Context: an optimization exercise on an open-source flow, tuned for small area, a short achievable clock period and few clock cycles. The choices shown serve that exercise and are no tape-out recipe. RTL that was checked went through simulation tests only; none was proved equivalent to the original. For run 1, only the layout was checked, not whether the RTL still works. No activity file was given, so power comes from the tool's default toggle rates.

### flow/flow/run.sh
#!/bin/bash
# Layout flow: the standard ORFS flow, except that the input and output
# ports are buffered with sky130_fd_sc_hd__buf_4 cells instead of the delay
# buffers that buffer_ports picks by default. Every tool's output goes to
# standard.log in the work folder.
set -euo pipefail
cp standard.sh standard_sh.txt
export BUFFER_PORTS_ARGS="-buffer_cell sky130_fd_sc_hd__buf_4"
bash standard.sh > standard.log 2>&1
### flow/standard.sh
#!/bin/bash
# synth_recipe.tcl (not shown) runs the flow's synth.tcl, then flattens the netlist and writes it again
# the make line also repeats each setting of config.mk as NAME=value (left out here)
make -C /OpenROAD-flow-scripts/flow DESIGN_CONFIG=/design/flow/config.mk WORK_HOME=/design/flow/orfs CLKGATE_MAP_FILE= SYNTH_SCRIPT=/design/flow/synth_recipe.tcl "${@:-finish}"
### flow/config.mk
export PLATFORM = sky130hd
export DESIGN_NAME = multichannel_oversample_averager
export DESIGN_NICKNAME = multichannel_oversample_averager
export VERILOG_FILES = /design/flow/design.v
export SDC_FILE = /design/flow/constraint.sdc
export NUM_CORES = 4
export LEC_CHECK = 0
export CAP_MARGIN = 20
export CORE_MARGIN = 2
export CORE_UTILIZATION = 40
export SETUP_SLACK_MARGIN = 5
export SLEW_MARGIN = 20
### flow/constraint.sdc
create_clock -name core_clock -period 9.0 [get_ports {clock}]
set_input_delay 1.8000 -clock core_clock [delete_from_list [all_inputs] [get_ports {clock}]]
set_output_delay 1.8000 -clock core_clock [all_outputs]
set_load 0.01 [all_outputs]
### flow/design.v
package moa_pkg;
   localparam int CHANNELS   = 16;
   localparam int OVERSAMPLE = 16;
   localparam int FULL_SCALE = 4095;
   localparam int UV_PER_MV  = 1000;
   localparam int FUNC_W     = 3;
   localparam int CH_W       = 4;
   localparam int ADC_W      = 12;
   localparam int MV_W       = 16;
   localparam int UV_W       = 26;
   localparam int AGE_W      = 17;
   localparam int ACC_W      = 20;
   localparam int SCAN_W     = 8;
   localparam int CSR_IDX_W  = 2;
   localparam int CSR_DATA_W = 16;
   localparam int PROD_W     = 28;    
   localparam int DIV_W      = 38;    
   localparam int CH_AW      = (CHANNELS > 1) ? $clog2(CHANNELS) : 1;
   localparam logic [FUNC_W-1:0] FUNC_SAMPLE  = 3'd0;
   localparam logic [FUNC_W-1:0] FUNC_ERROR   = 3'd1;
   localparam logic [FUNC_W-1:0] FUNC_TICK    = 3'd2;
   localparam logic [FUNC_W-1:0] FUNC_READ    = 3'd3;
   localparam logic [FUNC_W-1:0] FUNC_CONVERT = 3'd4;
   localparam logic [CSR_IDX_W-1:0] CSR_VREFINT_CAL  = 2'd0;
   localparam logic [CSR_IDX_W-1:0] CSR_NOMINAL_MV   = 2'd1;
   localparam logic [CSR_IDX_W-1:0] CSR_VREF_CHANNEL = 2'd2;
   localparam logic [MV_W-1:0]  NOMINAL_MV_RESET = 16'd3300;
   localparam logic [MV_W-1:0]  MV_MAX           = 16'hFFFF;
   localparam logic [UV_W-1:0]  UV_MAX           = 26'h3FF_FFFF;
   localparam logic [ADC_W-1:0] ADC_MAX          = 12'hFFF;
   localparam logic [AGE_W-1:0] AGE_MAX          = 17'h1_FFFF;
   typedef struct packed {
      logic [FUNC_W-1:0] func;
      logic [CH_W-1:0]   channel;
      logic [ADC_W-1:0]  value;
      logic              last_of_scan;
      logic [MV_W-1:0]   max_age_ms;
   } req_type;
   typedef struct packed {
      logic [ADC_W-1:0] avg_raw;
      logic [MV_W-1:0]  vdda_mv;
      logic [UV_W-1:0]  microvolts;
      logic             ready_res;
      logic             fresh;
   } rsp_type;
   typedef struct packed {
      logic [ADC_W-1:0] vrefint_cal;
      logic [MV_W-1:0]  nominal_vdda_mv;
      logic [CH_W-1:0]  vref_channel;
   } cfg_type;
endpackage
module moa_add #(
   parameter int W = 8
) (
   input  logic [W-1:0] a,
   input  logic [W-1:0] b,
   input  logic         ci,
   output logic [W-1:0] s
);
   localparam int L = (W > 1) ? $clog2(W) : 1;
   logic [W*(L+1)-1:0] g, p;
   genvar l, i;
   generate
      assign g[0] = (a[0] & b[0]) | ((a[0] ^ b[0]) & ci);
      assign p[0] = a[0] ^ b[0];
      for (i = 1; i < W; i++) begin : g_pg
         assign g[i] = a[i] & b[i];
         assign p[i] = a[i] ^ b[i];
      end
      for (l = 0; l < L; l++) begin : g_lvl
         for (i = 0; i < W; i++) begin : g_bit
            if (((i >> l) & 1) == 1) begin : g_op
               localparam int J = ((i >> (l + 1)) << (l + 1)) + (1 << l) - 1;
               assign g[(l+1)*W + i] = g[l*W + i] | (p[l*W + i] & g[l*W + J]);
               assign p[(l+1)*W + i] = p[l*W + i] & p[l*W + J];
            end else begin : g_pass
               assign g[(l+1)*W + i] = g[l*W + i];
               assign p[(l+1)*W + i] = p[l*W + i];
            end
         end
      end
      assign s[0] = p[0] ^ ci;
      for (i = 1; i < W; i++) begin : g_sum
         assign s[i] = p[i] ^ g[L*W + i - 1];
      end
   endgenerate
endmodule
module moa_csa #(
   parameter int W = 8
) (
   input  logic [W-1:0] a,
   input  logic [W-1:0] b,
   input  logic [W-1:0] c,
   output logic [W-1:0] s,
   output logic [W-1:0] cy
);
   assign s  = a ^ b ^ c;
   assign cy = (a & b) | (a & c) | (b & c);
endmodule
module multichannel_oversample_averager (
   input  logic        clock,
   input  logic        reset,
   input  logic        req_valid,
   output logic        req_ready,
   input  logic [35:0] req_data,
   output logic        rsp_valid,
   input  logic        rsp_ready,
   output logic [55:0] rsp_data,
   input  logic        csr_valid,
   output logic        csr_ready,
   input  logic [1:0]  csr_index,
   input  logic [15:0] csr_data
);
   localparam logic [2:0] V_IDLE = 3'd0;
   localparam logic [2:0] V_WAIT = 3'd1;
   localparam logic [2:0] V_MUL  = 3'd2;
   localparam logic [2:0] V_ADD  = 3'd3;
   localparam logic [2:0] V_LOAD = 3'd4;
   localparam logic [2:0] V_DIV  = 3'd5;
   localparam logic [2:0] V_FIN  = 3'd6;
   logic [11:0] cal_ff;
   logic [15:0] nom_ff;
   logic [3:0]  vref_ff, vref_in;
   assign csr_ready = 1'b1;
   wire csr_wr = csr_valid && (csr_index != 2'd3);
   always_comb begin
      vref_in = vref_ff;
      if (reset) begin
         vref_in = 4'd0;
      end else if (csr_valid && csr_index == 2'd2) begin
         vref_in = csr_data[3:0];
      end
   end
   always_ff @(posedge clock) begin
      vref_ff <= vref_in;
      if (reset) begin
         cal_ff <= 12'd0;
         nom_ff <= 16'd3300;
      end else if (csr_valid) begin
         if (csr_index == 2'd0) begin
            cal_ff <= csr_data[11:0];
         end
         if (csr_index == 2'd1) begin
            nom_ff <= csr_data;
         end
      end
   end
   logic        rdy_ff;
   logic        s1_v;
   logic [2:0]  s1_func;
   logic [3:0]  s1_ch;
   logic [3:0]  s1_addr;
   logic [11:0] s1_val;
   logic        s1_last;
   logic        s1_rdy;
   logic        s1_fresh;
   logic [19:0] s1_rd;
   logic        s2_v;
   logic [3:0]  s2_ch;
   logic [11:0] s2_val;
   logic [19:0] s2_rd;
   logic [19:0] sum_q [16];
   logic [15:0] sum_vld;
   logic [11:0] avg_q [16];
   logic [15:0] avg_ovf;
   logic [15:0] avg_vld;
   logic        swp1, swp2, swp3;
   logic [3:0]  scan_ff;
   logic [16:0] age_ff, age_in;
   logic        rflag_ff, rflag_in;
   logic        vdda_ok, vdda_ok_in;
   logic [2:0]  vstate;
   logic [2:0]  vcnt;
   logic [11:0] now_ff;
   logic [13:0] now3_ff;
   logic [11:0] rem_ff;
   logic [15:0] dq_ff;
   logic        r1_v, r1_isrd, r1_rdy, r1_fresh;
   logic [11:0] r1_raw;
   logic        r2_v, r2_rdy, r2_fresh;
   logic [19:0] r2_pp0, r2_pp1, r2_pp2;
   logic [11:0] r2_avg;
   logic        r3_v, r3_rdy, r3_fresh;
   logic [27:0] r3_x;
   logic [11:0] r3_avg;
   logic        r4_v, r4_rdy, r4_fresh;
   logic [37:0] r4_q;
   logic [11:0] r4_avg;
   logic        o_v, o_rdy, o_fresh;
   logic [25:0] o_uv;
   logic [11:0] o_avg;
   wire do_sample = s1_v && (s1_func == 3'd0);
   wire do_error  = s1_v && (s1_func == 3'd1);
   wire do_tick   = s1_v && (s1_func == 3'd2);
   wire trig = do_sample && s1_last && (scan_ff == 4'd15);
   wire s1_isrd = (s1_func == 3'd3) || (s1_func == 3'd4);
   wire s1_read = (s1_func == 3'd3);
   wire adv_o = !o_v || rsp_ready;
   wire en_4  = !r4_v || !o_v || rsp_ready;
   wire en_3  = !r3_v || !r4_v || !o_v || rsp_ready;
   wire en_2  = !r2_v || !r3_v || !r4_v || !o_v || rsp_ready;
   wire en_1  = !r1_v || !r2_v || !r3_v || !r4_v || !o_v || rsp_ready;
   wire rd_go = s1_v && s1_isrd && vdda_ok && en_1;
   wire s1_go = s1_v && (!s1_isrd || (vdda_ok && en_1));
   assign req_ready = rdy_ff;
   always_ff @(posedge clock) begin
      if (reset) begin
         s1_v <= 1'b0;
      end else if (rdy_ff) begin
         s1_v <= req_valid;
      end else begin
         s1_v <= s1_v && !s1_go;
      end
   end
   wire [16:0] in_age   = {1'b0, req_data[15:0]};
   wire        age_lt   = (age_ff < in_age);
   wire        age_eq   = (age_ff == in_age);
   wire        age_inc  = do_tick && (age_ff != 17'h1FFFF);
   wire        in_fresh = rflag_in && (trig || age_lt || (age_eq && !age_inc));
   always_ff @(posedge clock) begin
      if (rdy_ff) begin
         s1_func  <= req_data[35:33];
         s1_ch    <= req_data[32:29];
         s1_val   <= req_data[28:17];
         s1_last  <= req_data[16];
         s1_rdy   <= rflag_in;
         s1_fresh <= in_fresh;
      end
   end
   always_ff @(posedge clock) begin
      if (!vdda_ok_in) begin
         s1_addr <= vref_in;
      end else if (rdy_ff) begin
         s1_addr <= req_data[32:29];
      end else begin
         s1_addr <= s1_ch;
      end
   end
   logic [19:0] s2_sum;
   moa_add #(.W(20)) u_sum_add (.a(s2_rd), .b({8'd0, s2_val}), .ci(1'b0), .s(s2_sum));
   wire        fwd    = s2_v && (s2_ch == s1_ch);
   wire [19:0] mem_rd = sum_vld[s1_ch] ? sum_q[s1_ch] : 20'd0;
   assign      s1_rd  = fwd ? s2_sum : mem_rd;
   always_ff @(posedge clock) begin
      if (reset) begin
         s2_v <= 1'b0;
      end else begin
         s2_v <= do_sample;
      end
      s2_ch  <= s1_ch;
      s2_val <= s1_val;
      s2_rd  <= swp1 ? 20'd0 : s1_rd;
   end
   always_ff @(posedge clock) begin
      for (int i = 0; i < 16; i++) begin
         if (s2_v && (s2_ch == 4'(i))) begin
            sum_q[i] <= s2_sum;
         end
      end
   end
   always_ff @(posedge clock) begin
      for (int i = 0; i < 16; i++) begin
         if (reset || swp1) begin
            sum_vld[i] <= 1'b0;
         end else if (s2_v && (s2_ch == 4'(i))) begin
            sum_vld[i] <= 1'b1;
         end
      end
   end
   always_ff @(posedge clock) begin
      if (reset) begin
         scan_ff <= 4'd0;
         swp1    <= 1'b0;
         swp2    <= 1'b0;
         swp3    <= 1'b0;
      end else begin
         scan_ff <= scan_ff + 4'(do_sample && s1_last);
         swp1    <= trig;
         swp2    <= swp1;
         swp3    <= swp2;
      end
   end
   always_ff @(posedge clock) begin
      if (swp2) begin
         for (int i = 0; i < 16; i++) begin
            avg_q[i]   <= sum_q[i][15:4];
            avg_ovf[i] <= |sum_q[i][19:16];
         end
      end
   end
   always_ff @(posedge clock) begin
      for (int i = 0; i < 16; i++) begin
         if (reset) begin
            avg_vld[i] <= 1'b0;
         end else if (swp1) begin
            avg_vld[i] <= sum_vld[i] || (s2_v && (s2_ch == 4'(i)));
         end
      end
   end
   wire [11:0] avg_rd = avg_vld[s1_addr] ? (avg_ovf[s1_addr] ? 12'hFFF : avg_q[s1_addr])
                                         : 12'd0;
   always_comb begin
      age_in   = age_ff;
      rflag_in = rflag_ff;
      if (trig) begin
         age_in   = 17'd0;
         rflag_in = 1'b1;
      end
      if (do_tick && (age_ff != 17'h1FFFF)) begin
         age_in = age_ff + 17'd1;
      end
      if (do_error) begin
         rflag_in = 1'b0;
      end
   end
   always_ff @(posedge clock) begin
      if (reset) begin
         age_ff   <= 17'd0;
         rflag_ff <= 1'b0;
      end else begin
         age_ff   <= age_in;
         rflag_ff <= rflag_in;
      end
   end
   wire inval      = trig || csr_wr;
   wire pipe_empty = !r1_v && !r2_v && !r3_v && !r4_v && !o_v;
   logic [13:0] dv_t;
   logic [14:0] dv_d1, dv_d2, dv_d3;
   logic [11:0] rem_n;
   logic [1:0]  qd;
   assign dv_t = {rem_ff, dq_ff[15:14]};
   moa_add #(.W(15)) u_dv1 (.a({1'b0, dv_t}), .b(~{3'd0, now_ff}), .ci(1'b1), .s(dv_d1));
   moa_add #(.W(15)) u_dv2 (.a({1'b0, dv_t}), .b(~{2'd0, now_ff, 1'b0}), .ci(1'b1), .s(dv_d2));
   moa_add #(.W(15)) u_dv3 (.a({1'b0, dv_t}), .b(~{1'd0, now3_ff}), .ci(1'b1), .s(dv_d3));
   always_comb begin
      if (!dv_d3[14]) begin
         qd    = 2'd3;
         rem_n = dv_d3[11:0];
      end else if (!dv_d2[14]) begin
         qd    = 2'd2;
         rem_n = dv_d2[11:0];
      end else if (!dv_d1[14]) begin
         qd    = 2'd1;
         rem_n = dv_d1[11:0];
      end else begin
         qd    = 2'd0;
         rem_n = dv_t[11:0];
      end
   end
   wire v_direct = (now_ff == 12'd0) || (cal_ff == 12'd0);
   wire v_sat    = (r3_x[27:16] >= now_ff);
   wire v_up     = ({1'b0, rem_ff} + {2'd0, now_ff[11:1]}) >= {1'b0, now_ff};
   always_comb begin
      vdda_ok_in = vdda_ok;
      if (reset || inval) begin
         vdda_ok_in = 1'b0;
      end else if (vstate == V_LOAD && !swp1 && !swp2 && !swp3) begin
         if (v_direct || v_sat) begin
            vdda_ok_in = 1'b1;
         end
      end else if (vstate == V_FIN) begin
         vdda_ok_in = 1'b1;
      end
   end
   always_ff @(posedge clock) begin
      vdda_ok <= vdda_ok_in;
      if (!vdda_ok) begin
         now_ff <= avg_rd;
      end
      if (reset || inval) begin
         vstate <= V_WAIT;
      end else begin
         case (vstate)
            V_WAIT: begin
               if (pipe_empty) begin
                  dq_ff  <= nom_ff;
                  vstate <= V_MUL;
               end
            end
            V_MUL: begin
               vstate <= V_ADD;
            end
            V_ADD: begin
               vstate <= V_LOAD;
            end
            V_LOAD: begin
               if (!swp1 && !swp2 && !swp3) begin
                  now3_ff <= {2'd0, now_ff} + {1'd0, now_ff, 1'b0};
                  if (v_direct) begin
                     vstate <= V_IDLE;
                  end else if (v_sat) begin
                     dq_ff  <= 16'hFFFF;
                     vstate <= V_IDLE;
                  end else begin
                     rem_ff <= r3_x[27:16];
                     dq_ff  <= r3_x[15:0];
                     vcnt   <= 3'd0;
                     vstate <= V_DIV;
                  end
               end
            end
            V_DIV: begin
               rem_ff <= rem_n;
               dq_ff  <= {dq_ff[13:0], qd};
               vcnt   <= vcnt + 3'd1;
               if (vcnt == 3'd7) begin
                  vstate <= V_FIN;
               end
            end
            V_FIN: begin
               if (v_up && dq_ff != 16'hFFFF) begin
                  dq_ff <= dq_ff + 16'd1;
               end
               vstate <= V_IDLE;
            end
            default: begin
            end
         endcase
      end
   end
   always_ff @(posedge clock) begin
      if (reset) begin
         r1_v <= 1'b0;
      end else if (en_1) begin
         r1_v <= rd_go;
      end
      if (en_1) begin
         r1_raw   <= !vdda_ok ? cal_ff : (s1_read ? avg_rd : s1_val);
         r1_isrd  <= s1_read;
         r1_rdy   <= s1_rdy;
         r1_fresh <= s1_fresh;
      end
   end
   logic [19:0] pp [3];
   genvar k;
   generate
      for (k = 0; k < 3; k++) begin : g_slice
         wire [19:0] row0 = r1_raw[4*k]     ? {4'd0, dq_ff}       : 20'd0;
         wire [19:0] row1 = r1_raw[4*k + 1] ? {3'd0, dq_ff, 1'b0} : 20'd0;
         wire [19:0] row2 = r1_raw[4*k + 2] ? {2'd0, dq_ff, 2'b0} : 20'd0;
         wire [19:0] row3 = r1_raw[4*k + 3] ? {1'd0, dq_ff, 3'b0} : 20'd0;
         wire [19:0] s_a, c_a, s_b, c_b;
         moa_csa #(.W(20)) u_c0 (.a(row0), .b(row1), .c(row2), .s(s_a), .cy(c_a));
         moa_csa #(.W(20)) u_c1 (.a(s_a), .b({c_a[18:0], 1'b0}), .c(row3), .s(s_b), .cy(c_b));
         moa_add #(.W(20)) u_a (.a(s_b), .b({c_b[18:0], 1'b0}), .ci(1'b0), .s(pp[k]));
      end
   endgenerate
   always_ff @(posedge clock) begin
      if (reset) begin
         r2_v <= 1'b0;
      end else if (en_2) begin
         r2_v <= r1_v;
      end
      if (en_2) begin
         r2_pp0   <= pp[0];
         r2_pp1   <= pp[1];
         r2_pp2   <= pp[2];
         r2_avg   <= r1_isrd ? r1_raw : 12'd0;
         r2_rdy   <= r1_rdy;
         r2_fresh <= r1_fresh;
      end
   end
   wire [27:0]  x_s, x_c, x_w;
   moa_csa #(.W(28)) u_x (.a({8'd0, r2_pp0}),
                          .b({4'd0, r2_pp1, 2'd0, r2_v, 1'b0}),
                          .c({r2_pp2, 8'd0}),
                          .s(x_s), .cy(x_c));
   moa_add #(.W(28)) u_xa (.a(x_s), .b({x_c[26:0], 1'b0}), .ci(1'b0), .s(x_w));
   always_ff @(posedge clock) begin
      if (reset) begin
         r3_v <= 1'b0;
      end else if (en_3) begin
         r3_v <= r2_v;
      end
      if (en_3) begin
         r3_x     <= x_w;
         r3_avg   <= r2_avg;
         r3_rdy   <= r2_rdy;
         r3_fresh <= r2_fresh;
      end
   end
   wire [37:0] x38 = {10'd0, r3_x};
   wire [37:0] q_s, q_c, q_w;
   moa_csa #(.W(38)) u_q (.a({r3_x, 10'd51}), .b(~(x38 << 5)), .c(x38 << 3),
                          .s(q_s), .cy(q_c));
   moa_add #(.W(38)) u_qa (.a(q_s), .b({q_c[36:0], 1'b0}), .ci(1'b0), .s(q_w));
   always_ff @(posedge clock) begin
      if (reset) begin
         r4_v <= 1'b0;
      end else if (en_4) begin
         r4_v <= r3_v;
      end
      if (en_4) begin
         r4_q     <= q_w;
         r4_avg   <= r3_avg;
         r4_rdy   <= r3_rdy;
         r4_fresh <= r3_fresh;
      end
   end
   wire [37:0] u_s, u_c, u_w;
   moa_csa #(.W(38)) u_u (.a(r4_q), .b({12'd0, r4_q[37:12]}), .c({24'd0, r4_q[37:24]}),
                          .s(u_s), .cy(u_c));
   moa_add #(.W(38)) u_ua (.a(u_s), .b({u_c[36:0], 1'b0}), .ci(1'b0), .s(u_w));
   always_ff @(posedge clock) begin
      if (reset) begin
         o_v <= 1'b0;
      end else if (adv_o) begin
         o_v <= r4_v;
      end
      if (adv_o) begin
         o_uv    <= u_w[37:12];
         o_avg   <= r4_avg;
         o_rdy   <= r4_rdy;
         o_fresh <= r4_fresh;
      end
   end
   assign rsp_valid = o_v;
   assign rsp_data  = {o_avg, dq_ff, o_uv, o_rdy, o_fresh};
   wire r1_v_n  = en_1 ? rd_go : r1_v;
   wire r2_v_n  = en_2 ? r1_v : r2_v;
   wire r3_v_n  = en_3 ? r2_v : r3_v;
   wire r4_v_n  = en_4 ? r3_v : r4_v;
   wire o_v_n   = adv_o ? r4_v : o_v;
   wire full_n  = r1_v_n && r2_v_n && r3_v_n && r4_v_n && o_v_n;
   wire in_rd   = (req_data[35:33] == 3'd3) || (req_data[35:33] == 3'd4);
   wire s1_rd_n = rdy_ff ? (req_valid && in_rd) : (s1_v && s1_isrd && !s1_go);
   always_ff @(posedge clock) begin
      if (reset) begin
         rdy_ff <= 1'b1;
      end else begin
         rdy_ff <= !(s1_rd_n && !(vdda_ok_in && !full_n));
      end
   end
endmodule
==> summary.txt, run 1 <==
Status
  • Status: timing/DRC/antenna clean

Route
  • DR vias/cell: 5.58
  • Routed WL per cell: about 24 um
  • Number of nets with antenna violations after routing: 0
  • Number of detailed-route iterations in the first pass: 6
  • Post-detailed-route DRC marker count: 0
  • 1st-iter DRT viols: 3095
  • Sum of routed wire length over all layers: 140 mm
  • Detailed-route via count: 32041

Worst setup path
  • Crit-path max FO: 5
  • Slowest-stage cell, CP: fa_1
  • Element type at the critical path end: flip-flop
  • Setup crit start: r1_raw[1]
  • Number of buffer and inverter instances along the worst setup path: 2
  • CP required: 9390 ps
  • Ordered cell list for the critical path: buf_6 -> and2_4 -> fa_1 -> fa_1 -> ha_1 -> a21o_1 -> a21o_1 -> a21oi_4 -> o21ai_2 -> o211ai_1 -> buf_4 -> a21boi_4 -> o21a_1 -> or2_4 -> fa_2 -> xor2_1
  • Critical Path Source Type: flip-flop
  • Critical register-to-register path startpoint: r1_raw[1]
  • Arr. time, crit path: approximately 4700 ps
  • Cell type group with the largest total delay on the critical path: adder cells
  • Worst Setup Path Type: reg2reg
  • Delay of the slowest cell on the worst path: between 500 and 600 ps

Power and ir drop
  • Power per Cell Area: 235 mW/mm^2
  • Clock share of power: 32.8%
  • Leakage: 22.0 nW
  • Worst vdd ir: between 200 and 250 uV
  • Proportion of total power due to net switching: 30.2%
  • Net switching component of the power: between 0.003 and 0.004 W
  • Part of the power in combinational logic: 25.6%
  • Internal: 0.00926 W
  • Sequential power share: 41.6%

Global route
  • Overflow after GRT: 0
  • Overall Global Routing Usage: 22.3%
  • Wire length of the first global-routing pass: about 210 mm
  • Number of global-route vias before repair: 31879
  • Initial antenna violation count: 8
  • Largest net degree at the start of global routing: 81

Clock network
  • Clock insertion delay at the later pin of the skew report: 730 ps
  • Post-CTS Hold Fix Bufs: 0
  • Maximum level of the CTS H-tree: 3
  • Number of sinks on the clock net: 968
  • Clock tree from TritonCTS: yes
  • Clock-pin slew reported for the worst setup and hold paths after clock tree synthesis: 60 ps
  • Clock root buffer master: clkbuf_16
  • Number of buffers created by CTS: roughly 100
  • Worst-case clock buffer depth: 3

Finish
  • Fraction of final layout cells sized beyond drive strength 1: between 15 and 20%
  • Syn-to-layout area delta: 16.6%
  • Total Nets Final: 4554
  • Most frequent cells in the layout: edfxtp_1, buf_4, ha_1
  • Most common library cell in the layout ignoring fill and taps: edfxtp_1
  • Post-route non-filler standard cell count: 5742

STA
  • Worst-Margin Slew: 1290 ps
  • Maximum clock frequency: 0.232 GHz
  • Final WS setup: 4690 ps
  • Min Clock Period, post-route: 4310 ps
  • Number of endpoints with negative hold slack in the final report: 0
  • Slew Limit Fails: 0
  • Period utilisation layout: 47.9%
  • Unrepaired setup endpoints after global routing: true
  • Slew headroom: 13.9%
  • Setup Skew: 97.4 ps
  • Setup violators final: 0
  • Setup TNS: 0 ps

Floorplanning
  • Effective utilization at floorplan: 40.4%
  • Site row count: 127
  • Floorplan die area: around 0.12 mm^2
  • Count of boundary I/O pins: 118
  • Die span in y: 352 um
  • Chip Width: roughly 350 um
  • Floorplan core area: 0.120 mm^2

Yosys
  • Area of the mapped netlist: 0.0485 mm^2
  • #FFs+latches synth: 968
  • Number of enable-type register cells in the synthesized netlist: around 820
  • Asr flop ratio synth: 0%
  • Number of unique standard cell types used by synthesis: 83
  • Top FF cell, synth: edfxtp_1
  • Average instance area after synthesis: 12.8 um^2
  • Net count after synthesis: 4298
  • Proportion of synthesized chip area in sequential cells: 57.0%
  • Number of warnings printed during yosys synthesis: 6
  • Cell count after synthesis: 3782

Placement
  • Cell count after placement: 5421
  • Worst setup slack before clock tree synthesis: 4360 ps
  • Final Wtd Congestion: 0.870
  • Placed wire-length estimate after detailed placement: 92.9 mm
  • Port buffer count: between 100 and 150

Worst hold path
  • Worst min-delay path category: reg2reg
  • Hold wc startpoint: s1_val[6]

Job
  • Number of max-capacitance violations reported: 0
==> per-layer routing <==
layer	up-vias	global-route usage (%)	part of all wire (%)
met5	-	0	0.025
li1	14471	-	-
met1	16001	30.5	42
met2	1315	36.0	47
met3	248	3.92	8.2
met4	6	6.98	3.1
==> worst register-to-register path, cell delays in order (launching register included) <==
cell,delay [ps]
edfxtp_1,420
buf_6,170
and2_4,160
fa_1,540
fa_1,440
ha_1,290
a21o_1,170
a21o_1,210
a21oi_4,190
o21ai_2,100
o211ai_1,160
buf_4,160
a21boi_4,50
o21a_1,210
or2_4,240
fa_2,350
xor2_1,140
==> per-stage QoR <==
stage / total power, W / hold slack, ps / utilization, % / area, um^2
floorplan: 0.00783 / 347 / - / 48600
global placement: 0.00874 / 354 / 42.9 / 51600
detailed placement: 0.00880 / 361 / 42.9 / 51600
CTS: 0.0132 / 331 / 46.5 / 55900
global route: 0.0140 / 347 / 47.0 / 56500
finish: 0.0133 / 340 / 47.1 / 56500
==> Yosys cell counts, types with 37 or more instances <==
cell      count  area share (%)
nor3_1       67            0.69
xnor2_1      98             1.8
and2_1      189             2.4
a21oi_1     156             1.6
clkbuf_1    128            0.99
edfxtp_1    823              51
fa_1        163             6.7
nor2_1      313             2.4
xor2_1       65             1.2
o21ai_0      93            0.96
o21a_1       37            0.57
a221oi_1     41            0.74
mux2i_1      39            0.81
dfxtp_1     145             6.0
nand3_1      79            0.82
a22oi_1     167             2.6
inv_1       211             1.6
nand4_1      45            0.58
ha_1        294             7.6
nand2_1     162             1.3
==> power by group through the flow <==
stage                     Clock (W)  Combinational (W)  Sequential [W]
final                       0.00435            0.00339         0.00552
after global routing        0.00461            0.00381         0.00554
after CTS                   0.00441            0.00326         0.00553
after detailed placement          0            0.00315         0.00565
after global placement            0            0.00310         0.00564
after floorplan                   0            0.00228         0.00555
==> final timing paths <==
path | endpoint | slack (ps) | cells past startpoint
worst min register to register | s2_val[6] | 340 | 0
worst max register to register | r2_pp0[17] | 4690 | 16
worst max-delay path | r2_pp0[17] | 4690 | 16
worst min-delay path | s2_val[6] | 340 | 0
==> cells by family (layout without fill, tap and decap cells) <==
family	after synthesis	count (layout)	synth area share (%)
adder cells (fa/ha/maj)	457	457	14.3
AND/OR/NAND/NOR	1030	1030	10.7
multiplexers	62	62	1.66
XOR/XNOR	163	163	2.95
flip-flops	968	968	57.0
other	1	3	0.00774
AO/OA/AOI/OAI	735	735	10.5
buffers and inverters	366	712	2.91
==> what timing repair did <==
| item | in CTS | in global routing |
|---|---|---|
| buffers inserted | 80 | 42 |
| resized for setup | 35 | 55 |
| endpoints found under the setup margin | 35 | 116 |
| pin swaps | 31 | 41 |
| gates cloned | 0 | 0 |
==> layout make-up <==
type	count	area, um^2
clock buffer	129	2740
tap	1612	2020
fill	10666	63600
antenna	2	5.00
sequential	968	27600
clock inverter	66	762
inverter	211	796
multi-input combinational	2448	20200
timing repair buffer	306	2420
==> flip-flops by register name (all words and copies together), names as in the netlist, 16 cells and up <==
signal,count
nom_ff,16
o_uv,26
s2_rd,20
r2_pp2,20
r2_pp0,20
dq_ff,16
avg_q,192
r2_pp1,20
avg_ovf,16
age_ff,17
r4_q,35
sum_vld,16
avg_vld,16
r3_x,28
sum_q,320
==> run 2: changes to the inputs <==
--- a/flow/design.v
+++ b/flow/design.v
@@ -191,6 +191,2 @@
    logic [11:0] o_avg;
-   wire do_sample = s1_v && (s1_func == 3'd0);
-   wire do_error  = s1_v && (s1_func == 3'd1);
-   wire do_tick   = s1_v && (s1_func == 3'd2);
-   wire trig = do_sample && s1_last && (scan_ff == 4'd15);
    wire s1_isrd = (s1_func == 3'd3) || (s1_func == 3'd4);
@@ -214,7 +210,4 @@
    end
-   wire [16:0] in_age   = {1'b0, req_data[15:0]};
-   wire        age_lt   = (age_ff < in_age);
-   wire        age_eq   = (age_ff == in_age);
-   wire        age_inc  = do_tick && (age_ff != 17'h1FFFF);
-   wire        in_fresh = rflag_in && (trig || age_lt || (age_eq && !age_inc));
+   wire [15:0] in_age   = req_data[15:0];
+   wire        in_fresh = rflag_in && (age_in <= {1'b0, in_age});
    always_ff @(posedge clock) begin
@@ -238,2 +231,5 @@
    end
+   wire do_sample = s1_v && (s1_func == 3'd0);
+   wire do_error  = s1_v && (s1_func == 3'd1);
+   wire do_tick   = s1_v && (s1_func == 3'd2);
    logic [19:0] s2_sum;
@@ -269,2 +265,3 @@
    end
+   wire trig = do_sample && s1_last && (scan_ff == 4'd15);
    always_ff @(posedge clock) begin
==> flow/run.sh (new file) <==
#!/bin/bash
# synth_recipe.tcl (not shown) runs the flow's synth.tcl, then flattens the netlist and writes it again
# the make line also repeats each setting of config.mk as NAME=value (left out here)
make -C /OpenROAD-flow-scripts/flow DESIGN_CONFIG=/design/flow/config.mk WORK_HOME=/design/flow/orfs CLKGATE_MAP_FILE= SYNTH_SCRIPT=/design/flow/synth_recipe.tcl finish
removed: flow/flow/run.sh
removed: flow/standard.sh
==> run 2 against run 1 <==
Effect of this change: still clean on timing, DRC and antenna; total power is 1.2% lower; clock skew decreased by 27 ps; die area up 0.29%; combinational power fell by 2%; cell count is essentially flat; worst setup slack better by 110 ps; area after synthesis grew 0.29%; sequential power barely moved; cell area increased by 0.97%; first-iteration DRC count rose by 7.3%; largest cell class unchanged; highest routed layer is now met4.
==> summary.txt, run 2 <==
Yosys
  • Dominant cell by count in the synthesized netlist: edfxtp_1
  • Asr flop ratio synth: 0% (unchanged)
  • Library cell occupying the most area in the post-synthesis netlist: edfxtp_1
  • Proportion of synthesized chip area in sequential cells: 56.8% (-0.17 points)
  • #FFs+latches synth: 968 (unchanged)
  • Area of the mapped netlist: 0.0486 mm^2 (+0.29%)
  • Net count after synthesis: 4293 (-0.12%)
  • Number of unique standard cell types used by synthesis: 96 (+16%)
  • Cell count after synthesis: 3777 (-0.13%)
  • Average instance area after synthesis: 12.9 um^2 (+0.43%)
  • Portion of synthesized cell area occupied by the leading cell type: 50.8% (-0.15 points)
  • Number of warnings printed during yosys synthesis: 6 (unchanged)
  • Number of enable-type register cells in the synthesized netlist: 823 (unchanged)
  • Top FF cell, synth: edfxtp_1
  • Ranking of synthesized cells by area: edfxtp_1, ha_1, fa_1
  • Most instantiated cells after synthesis: edfxtp_1, ha_1, nor2_1

Global route
  • Number of global-route vias before repair: 31528 (-1.1%)
  • Initial antenna violation count: 6 (-2)
  • Wire length of the first global-routing pass: 204 mm (-1.6%)
  • Overflow after GRT: 0 (unchanged)
  • Global routing usage on met1: 29.0% (-1.6 points)
  • Global-route met3 utilization: 3.31% (-0.61 points)
  • Highest-utilization routing layer at the global route stage: met2
  • Overall Global Routing Usage: 21.9% (-0.33 points)
  • Met2 Usage GRT: 36.5% (+0.53 points)
  • Largest net degree at the start of global routing: 85 (+4.9%)

Power and ir drop
  • Leakage: 22.1 nW (+0.56%)
  • Internal: 0.00922 W (-0.43%)
  • Net switching component of the power: 0.00389 W (-2.8%)
  • Part of the power in combinational logic: 25.3% (-0.3 points)
  • Clock share of power: 32.7% (about the same)
  • Power per Cell Area: 230 mW/mm^2 (-2.1%)
  • Worst vdd ir: 210 uV (-1.5%)
  • Sequential power share: 42.1% (+0.5 points)
  • Proportion of total power due to net switching: 29.7% (-0.51 points)

Placement
  • Cell count after placement: 5421 (unchanged)
  • Final Wtd Congestion: 0.865 (-0.62%)
  • Cell area reported after detailed placement: 0.0520 mm^2 (+0.87%)
  • Port buffer count: 116 (unchanged)
  • Placed wire-length estimate after detailed placement: 91.7 mm (-1.3%)

STA
  • Unrepaired setup endpoints after global routing: true
  • Number of endpoints with negative hold slack in the final report: 0 (unchanged)
  • Worst-Margin Slew: 1100 ps (-188 ps)
  • Setup Skew: 70.3 ps (-27.0 ps)
  • Worst hold slack across all endpoints: 376 ps (+35.6 ps)
  • Period utilisation layout: 46.6% (-1.2 points)
  • Setup TNS: 0 ps (unchanged)
  • Min Clock Period, post-route: 4200 ps (-110 ps)
  • Slew Limit Fails: 0 (unchanged)
  • Slew headroom: 26.1% (+12 points)
  • Setup violators final: 0 (unchanged)
  • Maximum clock frequency: 0.238 GHz (+2.6%)

Worst hold path
  • Worst min-delay path category: reg2reg
  • Hold wc startpoint: s1_val[8]

Worst setup path
  • Worst Setup Path Type: reg2reg
  • Element type at the critical path end: flip-flop
  • CP required: 9470 ps (+80 ps)
  • Crit-path max FO: 5 (unchanged)
  • Arr. time, crit path: 4660 ps (-30 ps)
  • Setup crit start: r1_raw[2]
  • Critical register-to-register path startpoint: r1_raw[2]
  • Critical Path Source Type: flip-flop

Finish
  • Register bank with the most flops: sum_q
  • Most common library cell in the layout ignoring fill and taps: edfxtp_1
  • Registers with the most flip-flops: sum_q: 320 flops, avg_q: 192 flops, r4_q: 35 flops
  • Post-layout instance area: 0.0571 mm^2 (+0.97%)
  • Most frequent cells in the layout: edfxtp_1, ha_1, nor2_1
  • Total Nets Final: 4556 (+0.044%)
  • Number of flip-flops in the largest register: 320 (unchanged)
  • Antenna Diode Count: 0 (-2)
  • Number of fill cells: 10637 (-0.27%)
  • Fraction of final layout cells sized beyond drive strength 1: 13.3% (-2.6 points)
  • Post-route non-filler standard cell count: 5740 (-0.035%)
  • Syn-to-layout area delta: 17.4%

Clock network
  • Clock tree from TritonCTS: yes
  • Clock insertion delay at the later pin of the skew report: 720 ps (about the same)
  • Post-CTS Hold Fix Bufs: 0 (unchanged)
  • Number of buffers created by CTS: 103 (unchanged)
  • Clock-pin slew reported for the worst setup and hold paths after clock tree synthesis: 70 ps (about the same)
  • Number of sinks on the clock net: 968 (unchanged)
  • Maximum level of the CTS H-tree: 3 (unchanged)
  • Worst-case clock buffer depth: 3 (unchanged)
  • Clock root buffer master: clkbuf_16

Route
  • Number of detailed-route iterations in the first pass: 6 (unchanged)
  • DR vias/cell: 5.57 (-0.25%)
  • Number of nets with antenna violations after routing: 0 (unchanged)
  • Routed WL per cell: 24.1 um (-0.94%)
  • Sum of routed wire length over all layers: 138 mm (-0.97%)
  • 1st-iter DRT viols: 3320 (+7.3%)
  • Detailed-route via count: 31950 (-0.28%)
  • Post-detailed-route DRC marker count: 0 (unchanged)

Floorplanning
  • Effective utilization at floorplan: 40.4% (+0.065 points)
  • Site row count: 127 (unchanged)
  • Chip Width: 353 um (+0.15%)
  • Floorplan core area: 0.120 mm^2 (+0.13%)
  • Floorplan die area: 0.124 mm^2 (+0.29%)
  • Count of boundary I/O pins: 118 (unchanged)
  • Die span in y: 353 um (+0.15%)

Status
  • Status: timing/DRC/antenna clean

Job
  • Number of max-capacitance violations reported: 0 (unchanged)
==> run 2: per-layer routing <==
metal / part of all wire (%) / routed length [um] / up-vias
met4: 3.7 / 5150 / 0
li1: - / - / 14496
met1: 41 / 56200 / 15801
met3: 7.6 / 10500 / 274
met2: 48 / 66600 / 1379
met5: 0 / 0 / -
==> run 2: power groups by stage <==
stage | combinational, W | sequential, W | clock (W)
after CTS | 0.00319 | 0.00552 | 0.00433
after floorplan | 0.00226 | 0.00554 | 0
final | 0.00331 | 0.00551 | 0.00428
after global routing | 0.00373 | 0.00554 | 0.00451
after global placement | 0.00303 | 0.00564 | 0
after detailed placement | 0.00308 | 0.00564 | 0
==> run 2: path summary, 6_finish.rpt <==
kind                end  slack, ps  cells past startpoint
max          r2_pp0[17]       4800                     15
min           s2_val[8]        380                      0
max reg2reg  r2_pp0[17]       4800                     15
min reg2reg   s2_val[8]        380                      0
==> run 2: cells by family after synthesis <==
family,Yosys count,synth area share [%]
AND/OR/NAND/NOR,991,10.2
flip-flops,968,56.8
AO/OA/AOI/OAI,762,11.0
adder cells (fa/ha/maj),457,14.3
buffers and inverters,368,2.98
XOR/XNOR,162,2.92
multiplexers,68,1.79
other,1,0.00771
==> run 2: cell type report <==
cell class | instances | area, um^2 | area share, %
flip-flops and latches | 968 | 27600 | 48.4
multi-input cells | 2441 | 20300 | 35.6
repair buffers | 315 | 2880 | 5.04
clock buffers | 128 | 2750 | 4.83
well taps | 1612 | 2020 | 3.53
inverters | 211 | 801 | 1.40
clock inverters | 65 | 673 | 1.18
==> run 2: metrics by stage <==
stage | util, % | total power [W] | worst slack, ps
final | 47.4 | 0.0131 | 4800
after global routing | 47.4 | 0.0138 | 4710
after CTS | 46.9 | 0.0130 | 4780
after detailed placement | 43.2 | 0.00872 | 4310
after global placement | 43.2 | 0.00867 | 4290
after floorplan | - | 0.00781 | 4800
==> run 2: worst max-delay path, cell delays in order (launching register included) <==
cell,delay (ps)
edfxtp_1,430
buf_12,170
buf_8,120
and2_4,130
fa_1,480
fa_1,620
ha_4,240
a21oi_4,190
o21bai_4,80
a21oi_2,180
a21oi_2,110
a31o_2,250
a21o_1,210
a21o_1,220
fa_2,350
xor2_1,140
==> run 2: timing repair <==
action	in CTS	in global routing
cloned	1	1
pin swaps	33	27
resized for setup	30	61
endpoints found under the setup margin	51	58
buffers inserted	87	36
Testbench counts of run 2, summed over its fixed seeds: cycles 7,997.
==> run 3: changes to the inputs <==
--- a/flow/design.v
+++ b/flow/design.v
@@ -120,2 +120,3 @@
    localparam logic [2:0] V_FIN  = 3'd6;
+   localparam logic [2:0] V_3X   = 3'd7;
    logic [11:0] cal_ff;
@@ -150,4 +151,4 @@
    logic [2:0]  s1_func;
-   logic [3:0]  s1_ch;
-   logic [3:0]  s1_addr;
+   logic [15:0] s1_oh;
+   logic [15:0] s1_aoh;
    logic [11:0] s1_val;
@@ -158,3 +159,3 @@
    logic        s2_v;
-   logic [3:0]  s2_ch;
+   logic [15:0] s2_oh;
    logic [11:0] s2_val;
@@ -177,2 +178,3 @@
    logic [15:0] dq_ff;
+   logic [17:0] v3_ff;
    logic        r1_v, r1_isrd, r1_rdy, r1_fresh;
@@ -180,3 +182,3 @@
    logic        r2_v, r2_rdy, r2_fresh;
-   logic [19:0] r2_pp0, r2_pp1, r2_pp2;
+   logic [21:0] r2_sa, r2_sb;
    logic [11:0] r2_avg;
@@ -191,2 +193,6 @@
    logic [11:0] o_avg;
+   wire do_sample = s1_v && (s1_func == 3'd0);
+   wire do_error  = s1_v && (s1_func == 3'd1);
+   wire do_tick   = s1_v && (s1_func == 3'd2);
+   wire trig      = do_sample && s1_last && (scan_ff == 4'd15);
    wire s1_isrd = (s1_func == 3'd3) || (s1_func == 3'd4);
@@ -210,4 +216,9 @@
    end
-   wire [15:0] in_age   = req_data[15:0];
-   wire        in_fresh = rflag_in && (age_in <= {1'b0, in_age});
+   wire [16:0] in_age   = {1'b0, req_data[15:0]};
+   wire        age_lt   = (age_ff < in_age);
+   wire        age_eq   = (age_ff == in_age);
+   wire        age_inc  = do_tick && (age_ff != 17'h1FFFF);
+   wire        in_fresh = rflag_in && (trig || age_lt || (age_eq && !age_inc));
+   wire [15:0] in_oh   = 16'(1) << req_data[32:29];
+   wire [15:0] vref_oh = 16'(1) << vref_in;
    always_ff @(posedge clock) begin
@@ -215,3 +226,3 @@
          s1_func  <= req_data[35:33];
-         s1_ch    <= req_data[32:29];
+         s1_oh    <= in_oh;
          s1_val   <= req_data[28:17];
@@ -224,17 +235,20 @@
       if (!vdda_ok_in) begin
-         s1_addr <= vref_in;
+         s1_aoh <= vref_oh;
       end else if (rdy_ff) begin
-         s1_addr <= req_data[32:29];
+         s1_aoh <= in_oh;
       end else begin
-         s1_addr <= s1_ch;
+         s1_aoh <= s1_oh;
       end
    end
-   wire do_sample = s1_v && (s1_func == 3'd0);
-   wire do_error  = s1_v && (s1_func == 3'd1);
-   wire do_tick   = s1_v && (s1_func == 3'd2);
    logic [19:0] s2_sum;
    moa_add #(.W(20)) u_sum_add (.a(s2_rd), .b({8'd0, s2_val}), .ci(1'b0), .s(s2_sum));
-   wire        fwd    = s2_v && (s2_ch == s1_ch);
-   wire [19:0] mem_rd = sum_vld[s1_ch] ? sum_q[s1_ch] : 20'd0;
-   assign      s1_rd  = fwd ? s2_sum : mem_rd;
+   logic [19:0] mem_rd;
+   always_comb begin
+      mem_rd = 20'd0;
+      for (int i = 0; i < 16; i++) begin
+         mem_rd = mem_rd | ({20{s1_oh[i] && sum_vld[i]}} & sum_q[i]);
+      end
+   end
+   wire   fwd   = s2_v && ((s2_oh & s1_oh) != 16'd0);
+   assign s1_rd = fwd ? s2_sum : mem_rd;
    always_ff @(posedge clock) begin
@@ -245,3 +259,3 @@
       end
-      s2_ch  <= s1_ch;
+      s2_oh  <= s1_oh;
       s2_val <= s1_val;
@@ -251,3 +265,3 @@
       for (int i = 0; i < 16; i++) begin
-         if (s2_v && (s2_ch == 4'(i))) begin
+         if (s2_v && s2_oh[i]) begin
             sum_q[i] <= s2_sum;
@@ -260,3 +274,3 @@
             sum_vld[i] <= 1'b0;
-         end else if (s2_v && (s2_ch == 4'(i))) begin
+         end else if (s2_v && s2_oh[i]) begin
             sum_vld[i] <= 1'b1;
@@ -265,3 +279,2 @@
    end
-   wire trig = do_sample && s1_last && (scan_ff == 4'd15);
    always_ff @(posedge clock) begin
@@ -292,3 +305,3 @@
          end else if (swp1) begin
-            avg_vld[i] <= sum_vld[i] || (s2_v && (s2_ch == 4'(i)));
+            avg_vld[i] <= sum_vld[i] || (s2_v && s2_oh[i]);
          end
@@ -296,4 +309,15 @@
    end
-   wire [11:0] avg_rd = avg_vld[s1_addr] ? (avg_ovf[s1_addr] ? 12'hFFF : avg_q[s1_addr])
-                                         : 12'd0;
+   logic [11:0] avg_sel;
+   logic        avg_vsel, avg_osel;
+   always_comb begin
+      avg_sel  = 12'd0;
+      avg_vsel = 1'b0;
+      avg_osel = 1'b0;
+      for (int i = 0; i < 16; i++) begin
+         avg_sel  = avg_sel | ({12{s1_aoh[i]}} & avg_q[i]);
+         avg_vsel = avg_vsel | (s1_aoh[i] && avg_vld[i]);
+         avg_osel = avg_osel | (s1_aoh[i] && avg_ovf[i]);
+      end
+   end
+   wire [11:0] avg_rd = avg_vsel ? (avg_osel ? 12'hFFF : avg_sel) : 12'd0;
    always_comb begin
@@ -305,3 +329,3 @@
       end
-      if (do_tick && (age_ff != 17'h1FFFF)) begin
+      if (age_inc) begin
          age_in = age_ff + 17'd1;
@@ -346,2 +370,5 @@
    end
+   wire [15:0] x3_in = (vstate == V_WAIT) ? nom_ff : dq_ff;
+   logic [17:0] x3;
+   moa_add #(.W(18)) u_x3 (.a({2'd0, x3_in}), .b({1'd0, x3_in, 1'b0}), .ci(1'b0), .s(x3));
    wire v_direct = (now_ff == 12'd0) || (cal_ff == 12'd0);
@@ -353,7 +380,3 @@
          vdda_ok_in = 1'b0;
-      end else if (vstate == V_LOAD && !swp1 && !swp2 && !swp3) begin
-         if (v_direct || v_sat) begin
-            vdda_ok_in = 1'b1;
-         end
-      end else if (vstate == V_FIN) begin
+      end else if (vstate == V_3X) begin
          vdda_ok_in = 1'b1;
@@ -373,2 +396,3 @@
                   dq_ff  <= nom_ff;
+                  v3_ff  <= x3;
                   vstate <= V_MUL;
@@ -386,6 +410,6 @@
                   if (v_direct) begin
-                     vstate <= V_IDLE;
+                     vstate <= V_3X;
                   end else if (v_sat) begin
                      dq_ff  <= 16'hFFFF;
-                     vstate <= V_IDLE;
+                     vstate <= V_3X;
                   end else begin
@@ -410,2 +434,6 @@
                end
+               vstate <= V_3X;
+            end
+            V_3X: begin
+               v3_ff  <= x3;
                vstate <= V_IDLE;
@@ -430,14 +458,21 @@
    end
-   logic [19:0] pp [3];
+   function automatic logic [17:0] mul_row(input logic [1:0] d, input logic [15:0] v,
+                                           input logic [17:0] v3);
+      case (d)
+         2'd1:    mul_row = {2'd0, v};
+         2'd2:    mul_row = {1'd0, v, 1'b0};
+         2'd3:    mul_row = v3;
+         default: mul_row = 18'd0;
+      endcase
+   endfunction
+   logic [21:0] sl [2];
    genvar k;
    generate
-      for (k = 0; k < 3; k++) begin : g_slice
-         wire [19:0] row0 = r1_raw[4*k]     ? {4'd0, dq_ff}       : 20'd0;
-         wire [19:0] row1 = r1_raw[4*k + 1] ? {3'd0, dq_ff, 1'b0} : 20'd0;
-         wire [19:0] row2 = r1_raw[4*k + 2] ? {2'd0, dq_ff, 2'b0} : 20'd0;
-         wire [19:0] row3 = r1_raw[4*k + 3] ? {1'd0, dq_ff, 3'b0} : 20'd0;
-         wire [19:0] s_a, c_a, s_b, c_b;
-         moa_csa #(.W(20)) u_c0 (.a(row0), .b(row1), .c(row2), .s(s_a), .cy(c_a));
-         moa_csa #(.W(20)) u_c1 (.a(s_a), .b({c_a[18:0], 1'b0}), .c(row3), .s(s_b), .cy(c_b));
-         moa_add #(.W(20)) u_a (.a(s_b), .b({c_b[18:0], 1'b0}), .ci(1'b0), .s(pp[k]));
+      for (k = 0; k < 2; k++) begin : g_slice
+         wire [21:0] row0 = {4'd0, mul_row(r1_raw[6*k+1 -: 2], dq_ff, v3_ff)};
+         wire [21:0] row1 = {2'd0, mul_row(r1_raw[6*k+3 -: 2], dq_ff, v3_ff), 2'd0};
+         wire [21:0] row2 = {mul_row(r1_raw[6*k+5 -: 2], dq_ff, v3_ff), 4'd0};
+         wire [21:0] s_a, c_a;
+         moa_csa #(.W(22)) u_c0 (.a(row0), .b(row1), .c(row2), .s(s_a), .cy(c_a));
+         moa_add #(.W(22)) u_a (.a(s_a), .b({c_a[20:0], 1'b0}), .ci(1'b0), .s(sl[k]));
       end
@@ -451,5 +486,4 @@
       if (en_2) begin
-         r2_pp0   <= pp[0];
-         r2_pp1   <= pp[1];
-         r2_pp2   <= pp[2];
+         r2_sa    <= sl[0];
+         r2_sb    <= sl[1];
          r2_avg   <= r1_isrd ? r1_raw : 12'd0;
@@ -459,8 +493,4 @@
    end
-   wire [27:0]  x_s, x_c, x_w;
-   moa_csa #(.W(28)) u_x (.a({8'd0, r2_pp0}),
-                          .b({4'd0, r2_pp1, 2'd0, r2_v, 1'b0}),
-                          .c({r2_pp2, 8'd0}),
-                          .s(x_s), .cy(x_c));
-   moa_add #(.W(28)) u_xa (.a(x_s), .b({x_c[26:0], 1'b0}), .ci(1'b0), .s(x_w));
+   logic [27:0] x_w;
+   moa_add #(.W(28)) u_xa (.a({6'd0, r2_sa}), .b({r2_sb, 4'd0, r2_v, 1'b0}), .ci(1'b0), .s(x_w));
    always_ff @(posedge clock) begin
==> flow/flow/run.sh (new file) <==
#!/bin/bash
# Layout flow: the standard ORFS flow, except that the input and output
# ports are buffered with sky130_fd_sc_hd__buf_4 cells instead of the delay
# buffers that buffer_ports picks by default. Every tool's output goes to
# standard.log in the work folder.
set -euo pipefail
cp standard.sh standard_sh.txt
export BUFFER_PORTS_ARGS="-buffer_cell sky130_fd_sc_hd__buf_4"
bash standard.sh > standard.log 2>&1
==> flow/standard.sh (new file) <==
#!/bin/bash
# synth_recipe.tcl (not shown) runs the flow's synth.tcl, then flattens the netlist and writes it again
# the make line also repeats each setting of config.mk as NAME=value (left out here)
make -C /OpenROAD-flow-scripts/flow DESIGN_CONFIG=/design/flow/config.mk WORK_HOME=/design/flow/orfs CLKGATE_MAP_FILE= SYNTH_SCRIPT=/design/flow/synth_recipe.tcl "${@:-finish}"
removed: flow/run.sh
==> run 3 against run 2 <==
Effect of this change: routed wire length up 4.6%; worst setup slack improved by 290 ps; flip-flop and latch count is 38 higher; sequential share of layout area rose by 1.8 points; clock skew grew 22 ps; global-route usage increased by 0.61 points; fmax is 7.3% higher; hold slack worse by 10 ps; critical path depth fell by 1; die area grew 1.3%; highest routed layer is now met5.
==> summary.txt, run 3 <==
Status
  • Status: timing/DRC/antenna clean

Placement
  • Placed wire-length estimate after detailed placement: 94.5 mm (+3.0%)
  • Cell area reported after detailed placement: 0.0521 mm^2 (about the same)
  • Final Wtd Congestion: 0.881 (+1.8%)
  • Cell count after placement: 5532 (+2.0%)
  • Port buffer count: 116 (unchanged)

Clock network
  • Clock tree from TritonCTS: yes
  • Clock-pin slew reported for the worst setup and hold paths after clock tree synthesis: 60 ps (about the same)
  • Worst-case clock buffer depth: 3 (unchanged)
  • Clock insertion delay at the later pin of the skew report: 760 ps (+40 ps)
  • Maximum level of the CTS H-tree: 3 (unchanged)
  • Number of sinks on the clock net: 1006 (+3.9%)
  • Number of buffers created by CTS: 105 (+1.9%)
  • Clock root buffer master: clkbuf_16

Global route
  • Initial antenna violation count: 12 (+6)
  • Wire length of the first global-routing pass: 210 mm (+3.1%)
  • Overflow after GRT: 0 (unchanged)
  • Largest net degree at the start of global routing: 84 (-1.2%)
  • Number of global-route vias before repair: 32099 (+1.8%)
  • Overall Global Routing Usage: 22.6% (+0.61 points)

Yosys
  • Area of the mapped netlist: 0.0492 mm^2 (+1.3%)
  • Most instantiated cells after synthesis: edfxtp_1, ha_1, nor2_1
  • Top FF cell, synth: edfxtp_1
  • #FFs+latches synth: 1006 (+3.9%)
  • Number of unique standard cell types used by synthesis: 81 (-16%)
  • Portion of synthesized cell area occupied by the leading cell type: 50.3% (-0.53 points)
  • Proportion of synthesized chip area in sequential cells: 57.7% (+0.86 points)
  • Ranking of synthesized cells by area: edfxtp_1, dfxtp_1, ha_1
  • Library cell occupying the most area in the post-synthesis netlist: edfxtp_1
  • Number of enable-type register cells in the synthesized netlist: 825 (+0.24%)
  • Net count after synthesis: 4331 (+0.89%)
  • Cell count after synthesis: 3896 (+3.2%)
  • Number of warnings printed during yosys synthesis: 6 (unchanged)
  • Average instance area after synthesis: 12.6 um^2 (-1.8%)
  • Dominant cell by count in the synthesized netlist: edfxtp_1
  • Asr flop ratio synth: 0% (unchanged)

Finish
  • Fraction of final layout cells sized beyond drive strength 1: 14.6% (+1.3 points)
  • Most common library cell in the layout ignoring fill and taps: edfxtp_1
  • Register bank with the most flops: sum_q
  • Registers with the most flip-flops: sum_q: 320 flops, avg_q: 192 flops, r4_q: 35 flops
  • Number of fill cells: 10957 (+3.0%)
  • Post-layout instance area: 0.0566 mm^2 (-0.89%)
  • Syn-to-layout area delta: 14.9%
  • Number of flip-flops in the largest register: 320 (unchanged)
  • Total Nets Final: 4504 (-1.1%)
  • Most frequent cells in the layout: edfxtp_1, ha_1, nor2_1
  • Multi-input combinational cell area: 0.0195 mm^2 (-3.8%)
  • Core utilization of the finished layout: 46.4% (-1.1 points)
  • Sequential cell area: 0.0284 mm^2 (+2.8%)
  • Antenna Diode Count: 0 (unchanged)
  • Post-route non-filler standard cell count: 5787 (+0.82%)

Route
  • 1st-iter DRT viols: 3574 (+7.7%)
  • Post-detailed-route DRC marker count: 0 (unchanged)
  • DR vias/cell: 5.74 (+3.2%)
  • Detailed-route via count: 33243 (+4.0%)
  • Number of nets with antenna violations after routing: 0 (unchanged)
  • Sum of routed wire length over all layers: 145 mm (+4.6%)
  • Number of detailed-route iterations in the first pass: 5 (-1)
  • Routed WL per cell: 25.0 um (+3.7%)

Floorplanning
  • Floorplan die area: 0.126 mm^2 (+1.3%)
  • Floorplan core area: 0.122 mm^2 (+1.5%)
  • Effective utilization at floorplan: 40.4% (-0.062 points)
  • Count of boundary I/O pins: 118 (unchanged)
  • Die span in y: 355 um (+0.64%)
  • Chip Width: 355 um (+0.64%)
  • Site row count: 128 (+0.79%)

STA
  • Slew headroom: 31.0% (+4.9 points)
  • Setup TNS: 0 ps (unchanged)
  • Slew Limit Fails: 0 (unchanged)
  • Period utilisation layout: 43.5% (-3.2 points)
  • Number of endpoints with negative hold slack in the final report: 0 (unchanged)
  • Min Clock Period, post-route: 3910 ps (-285 ps)
  • Unrepaired setup endpoints after global routing: true
  • Worst-Margin Slew: 1030 ps (-67.4 ps)
  • Maximum clock frequency: 0.256 GHz (+7.3%)
  • Setup Skew: 92.4 ps (+22.0 ps)
  • Setup violators final: 0 (unchanged)

Worst setup path
  • Critical Path Source Type: flip-flop
  • Crit-path max FO: 6 (+1)
  • Arr. time, crit path: 4390 ps (-270 ps)
  • Element type at the critical path end: flip-flop
  • CP required: 9480 ps (about the same)
  • Worst Setup Path Type: reg2reg

Job
  • Number of max-capacitance violations reported: 0 (unchanged)

Power and ir drop
  • Power per Cell Area: 234 mW/mm^2 (+1.9%)
  • Leakage: 21.9 nW (-0.88%)
  • Worst vdd ir: 252 uV (+20%)

Worst hold path
  • Worst min-delay path category: reg2reg
## run 3: cell types whose count changed after synthesis, moves of 26 or more
| cell | delta |
|---|---|
| a221oi_1 | +31 |
| a22o_1 | +53 |
| a22oi_1 | +48 |
| and2_1 | -137 |
| and3_1 | +33 |
| buf_2 | -28 |
| clkbuf_1 | +38 |
| dfxtp_1 | +36 |
| fa_1 | -71 |
| inv_1 | +26 |
| mux2_2 | +87 |
| nor2_1 | -44 |
## run 3: cells by family after synthesis
logic type | after synthesis | synth area share (%)
multiplexers | 143 | 3.17
adder cells (fa/ha/maj) | 376 | 11.0
AO/OA/AOI/OAI | 894 | 12.9
buffers and inverters | 417 | 3.26
flip-flops | 1006 | 57.7
AND/OR/NAND/NOR | 881 | 8.90
XOR/XNOR | 178 | 3.17
other | 1 | 0.00761
## run 3: timing repair
item / CTS / global route
resized for setup: 32 / 41
hold buffers: 0 / 0
hold endpoints to repair: 0 / 0
pin swaps: 6 / 11
buffers inserted: 29 / 25
endpoints found under the setup margin: 155 / 100
## run 3: metal layers
layer / vias to the layer above / global-route usage, % / part of all wire, %
li1: 14978 / - / -
met1: 16450 / 30.0 / 41
met2: 1493 / 36.6 / 46
met3: 312 / 4.89 / 8.8
met4: 10 / 7.60 / 3.6
met5: - / 0 / 0.039
## run 3: layout make-up
type                       count  area share (%)
clock inverter                60            1.41
tap                         1625            3.59
inverter                     238            1.59
timing repair buffer         245            3.45
clock buffer                 140            5.19
sequential                  1006            50.2
multi-input combinational   2473            34.6
## run 3: final timing paths
kind / startpoint / end / slack, ps / cells after the start
max: v3_ff[2] / r2_sb[21] / 5090 / 14
min: s1_oh[2] / s2_oh[2] / 370 / 0
max reg2reg: v3_ff[2] / r2_sb[21] / 5090 / 14
min reg2reg: s1_oh[2] / s2_oh[2] / 370 / 0
## run 3: critical path, stage by stage (launching register included)
cell	delay, ps
edfxtp_1	590
mux2_2	360
a22oi_2	230
fa_1	440
inv_1	100
ha_1	240
a211oi_1	250
o21bai_1	120
a21o_1	210
o21ai_2	160
o2111ai_1	150
o211ai_1	270
o21ai_2	140
a31o_2	270
xnor2_1	120
## run 3: report_power, final
part | switching (W) | leakage [nW] | internal (W)
Sequential | 0.000270 | 9.56 | 0.00545
Clock | 0.00193 | 1.80 | 0.00269
Combinational | 0.00158 | 10.5 | 0.00131
Total | 0.00378 | 21.9 | 0.00945
## run 3: per-stage QoR
step	setup WS (ps)	power, W	hold slack, ps
finish	5090	0.0132	365
detailed placement	3890	0.00865	356
global placement	4030	0.00861	361
global route	4890	0.0139	384
floorplan	5030	0.00781	347
CTS	4910	0.0133	362
Testbench counts of run 3, summed over its fixed seeds: cycles 8,021.
==> run 4: changes to the inputs <==
--- a/flow/design.v
+++ b/flow/design.v
@@ -370,3 +370,4 @@
    end
-   wire [15:0] x3_in = (vstate == V_WAIT) ? nom_ff : dq_ff;
+   logic       x3_nom;
+   wire [15:0] x3_in = x3_nom ? nom_ff : dq_ff;
    logic [17:0] x3;
@@ -375,3 +376,3 @@
    wire v_sat    = (r3_x[27:16] >= now_ff);
-   wire v_up     = ({1'b0, rem_ff} + {2'd0, now_ff[11:1]}) >= {1'b0, now_ff};
+   wire v_up     = ({rem_ff, 1'b0} >= {1'b0, now_ff});
    always_comb begin
@@ -386,2 +387,3 @@
       vdda_ok <= vdda_ok_in;
+      x3_nom  <= reset || inval || (vstate == V_WAIT && !pipe_empty);
       if (!vdda_ok) begin
@@ -431,5 +433,3 @@
             V_FIN: begin
-               if (v_up && dq_ff != 16'hFFFF) begin
-                  dq_ff <= dq_ff + 16'd1;
-               end
+               dq_ff  <= (v_up && dq_ff != 16'hFFFF) ? dq_ff + 16'd1 : dq_ff;
                vstate <= V_3X;
==> run 4 against run 3 <==
Effect of this change: via count fell by 1.6%; cell count fell by 0.88%; cell area fell by 0.58%; die area fell by 1.2%; routed wire length rose by 0.31%; largest cell class unchanged; hold slack improved by 9.8 ps; sequential power barely moved; synthesized cell count fell by 1.8%; critical endpoint is now r2_sb[17]; total power fell by 1.6%; still clean.
==> summary.txt, run 4 <==
Yosys
  • #FFs+latches synth: 1007 (+0.099%)
  • Ranking of synthesized cells by area: edfxtp_1, dfxtp_1, ha_1
  • Multiplexer fraction of the synthesized cell area: 2.88% (-0.29 points)
  • Number of unique standard cell types used by synthesis: 95 (+17%)
  • Number of enable-type register cells in the synthesized netlist: 825 (unchanged)
  • Main combinational cell family by area after synthesis: compound AO/OA/AOI/OAI gates
  • Cell count after synthesis: 3824 (-1.8%)
  • Post-Synth Simple-Gate Area: 9.07% (+0.18 points)
  • Average instance area after synthesis: 12.7 um^2 (+0.68%)
  • Top FF cell, synth: edfxtp_1
  • Asr flop ratio synth: 0% (unchanged)
  • Most instantiated cells after synthesis: edfxtp_1, ha_1, inv_1
  • Proportion of synthesized chip area in sequential cells: 58.4% (+0.73 points)
  • Post-Synth Adder-Cell Area: 10.5% (-0.50 points)
  • Dominant cell by count in the synthesized netlist: edfxtp_1

Finish
  • Number of fill cells: 10677 (-2.6%)
  • Total Nets Final: 4443 (-1.4%)
  • Syn-to-layout area delta: 15.6%
  • Register bank with the most flops: sum_q
  • Number of flip-flops in the largest register: 320 (unchanged)
  • Most frequent cells in the layout: edfxtp_1, ha_1, buf_4
  • Fraction of final layout cells sized beyond drive strength 1: 15.8% (+1.3 points)
  • Most common library cell in the layout ignoring fill and taps: edfxtp_1
  • Registers with the most flip-flops: sum_q: 320 flops, avg_q: 192 flops, r4_q: 35 flops

Status
  • Status: timing/DRC/antenna clean

Global route
  • Overflow after GRT: 0 (unchanged)
  • Number of global-route vias before repair: 31120 (-3.0%)
  • Initial antenna violation count: 6 (-6)

Job
  • Number of max-capacitance violations reported: 0 (unchanged)

Floorplanning
  • Site row count: 127 (-0.78%)
  • Floorplan die area: 0.124 mm^2 (-1.2%)
  • Die span in y: 353 um (-0.59%)
  • Floorplan core area: 0.120 mm^2 (-1.4%)

Route
  • 1st-iter DRT viols: 4175 (+17%)
  • Routed WL per cell: 25.3 um (+1.2%)
  • DR vias/cell: 5.70 (-0.72%)
  • Sum of routed wire length over all layers: 145 mm (+0.31%)
  • Number of nets with antenna violations after routing: 0 (unchanged)
  • Number of detailed-route iterations in the first pass: 6 (+1)
  • Post-detailed-route DRC marker count: 0 (unchanged)
  • Detailed-route via count: 32713 (-1.6%)

STA
  • Min Clock Period, post-route: 3940 ps (+30.1 ps)
  • Slew headroom: 23.4% (-7.6 points)
  • Slew Limit Fails: 0 (unchanged)
  • Number of endpoints with negative hold slack in the final report: 0 (unchanged)
  • Setup violators final: 0 (unchanged)
  • Setup TNS: 0 ps (unchanged)
  • Final WS setup: 5060 ps (-30.1 ps)
  • Period utilisation layout: 43.8% (+0.33 points)
  • Maximum clock frequency: 0.254 GHz (-0.76%)
  • Setup Skew: 54.3 ps (-38.1 ps)
  • Unrepaired setup endpoints after global routing: true

Worst setup path
  • Cell type group with the largest total delay on the critical path: adder cells
  • Crit-path max FO: 3 (-3)
  • Worst Setup Path Type: reg2reg
  • Most frequent CP cell: fa_1
  • Arr. time, crit path: 4360 ps (-30 ps)
  • Ordered cell list for the critical path: buf_4 -> mux2_2 -> a22oi_1 -> fa_1 -> inv_1 -> ha_1 -> a21o_1 -> a21oi_4 -> o21a_1 -> o311ai_2 -> and3_1 -> or2_2 -> fa_1 -> xor2_1
  • CP required: 9420 ps (-60 ps)

Clock network
  • Clock-pin slew reported for the worst setup and hold paths after clock tree synthesis: 60 ps (about the same)
  • Clock tree from TritonCTS: yes
  • Clock insertion delay at the later pin of the skew report: 730 ps (-30 ps)
  • Number of sinks on the clock net: 1007 (+0.099%)
  • Post-CTS Hold Fix Bufs: 0 (unchanged)
  • Clock root buffer master: clkbuf_16

Worst hold path
  • Worst min-delay path category: reg2reg
  • Hold wc startpoint: s1_val[1]

Placement
  • Port buffer count: 116 (unchanged)
  • Placed wire-length estimate after detailed placement: 94.0 mm (-0.49%)

Power and ir drop
  • Leakage: 21.5 nW (-1.7%)
  • Worst vdd ir: 225 uV (-11%)
run 4: cell types whose count changed in the layout (fill, tap and decap cells not counted), sizes merged, moves of 14 or more:
cell	delta
buf	+31
ha	-23
mux2	-19
a21oi	-15
inv	+15
o21a	+15
a21o	-14
run 4: kinds of logic (layout without fill, tap and decap cells):
| group | count (synthesis) | in the layout |
|---|---|---|
| buffers and inverters | 429 | 727 |
| and+or+nand+nor | 880 | 880 |
| AOI/OAI and AO/OA | 864 | 864 |
| adders and majority gates | 352 | 352 |
| muxes | 130 | 130 |
| DFF | 1007 | 1007 |
| other | 1 | 3 |
| xor gates and xnor gates | 161 | 161 |
run 4: where the power goes:
part           internal, W  switching (W)
registers          0.00544       0.000256
logic              0.00130        0.00160
clock network      0.00257        0.00186
run 4: worst paths after layout:
| check | end | slack (ps) | depth (start not counted) |
|---|---|---|---|
| setup / recovery | r2_sb[17] | 5060 | 14 |
| hold / removal | s2_val[1] | 380 | 0 |
| setup reg to reg | r2_sb[17] | 5060 | 14 |
| hold reg to reg | s2_val[1] | 380 | 0 |
run 4: layout make-up:
type,count,area [um^2],share of cell area [%]
diodes,2,5.00,0.00890
clock buffers,148,2960,5.27
clock inverters,47,593,1.05
inverters,254,962,1.71
multi-input cells,2388,19000,33.8
flip-flops and latches,1007,28400,50.5
well taps,1612,2020,3.59
repair buffers,278,2280,4.05
run 4: worst register-to-register path, cell delays in order (launching register included):
cell and delay (ps):
edfxtp_1 460, buf_4 150, mux2_2 320, a22oi_1 180, fa_1 470, inv_1 70, ha_1 220, a21o_1 210
a21oi_4 170, o21a_1 200, o311ai_2 160, and3_1 190, or2_2 290, fa_1 430, xor2_1 170
run 4: repair_timing:
item	4_1_cts	5_1_grt
setup endpoints to repair	27	26
buffers inserted	53	39
cloned	0	3
gates resized for setup	18	48
pin swaps	0	18
run 4: layer usage:
metal	track usage [%]	up-vias	part of all wire, %
met5	0	-	0.021
met2	37.4	1430	48
li1	-	14779	-
met4	7.14	6	3.3
met3	3.98	270	8.2
met1	30.4	16228	41
run 4: per-stage QoR:
stage	hold slack (ps)	utilization (%)	std cells	total power [W]	area [um^2]
2_1_floorplan	347	-	3824	0.00779	48700
3_3_place_gp	354	42.8	5443	0.00857	51500
3_5_place_dp	361	42.8	5443	0.00863	51500
4_1_cts	373	46.2	5691	0.0131	55600
5_1_grt	399	46.7	5734	0.0137	56200
6_report	375	46.8	5736	0.0130	56200
Testbench counts of run 4, summed over its fixed seeds: cycles 8,021.

[afterwards: timing with drivers on the ports]
How much do the figures lean on ideal ports? The routed layouts below were timed once more, with nothing changed but the port constraints.
Step 1: set_driving_cell puts a clkbuf_16 on clock and a buf_2 on each other input, an assumption about the parent block.
Step 2 times the ports against the registers' clock, not the clock port: input delays grow and output delays shrink by t, the midpoint of the rising clock arrivals with the driver on.
a / b / c = ideal / step 1 / step 2; a / b = the first two.
run | shift t [ns] | setup slack, ns | pins driven straight from the clock port
run 1 | 0.756 | 4.693 / 4.693 / 4.625 | 1
run 2 | 0.757 | 4.803 / 4.803 / 4.564 | 1
run 3 | 0.784 | 5.089 / 5.089 / 4.618 | 1
run 4 | 0.764 | 5.059 / 5.059 / 4.984 | 1
After both steps setup and hold are still met in every run listed. For run 3, which loses most, drivers alone change the setup slack by 0.000 ns; drivers and shift together by -0.471 ns.
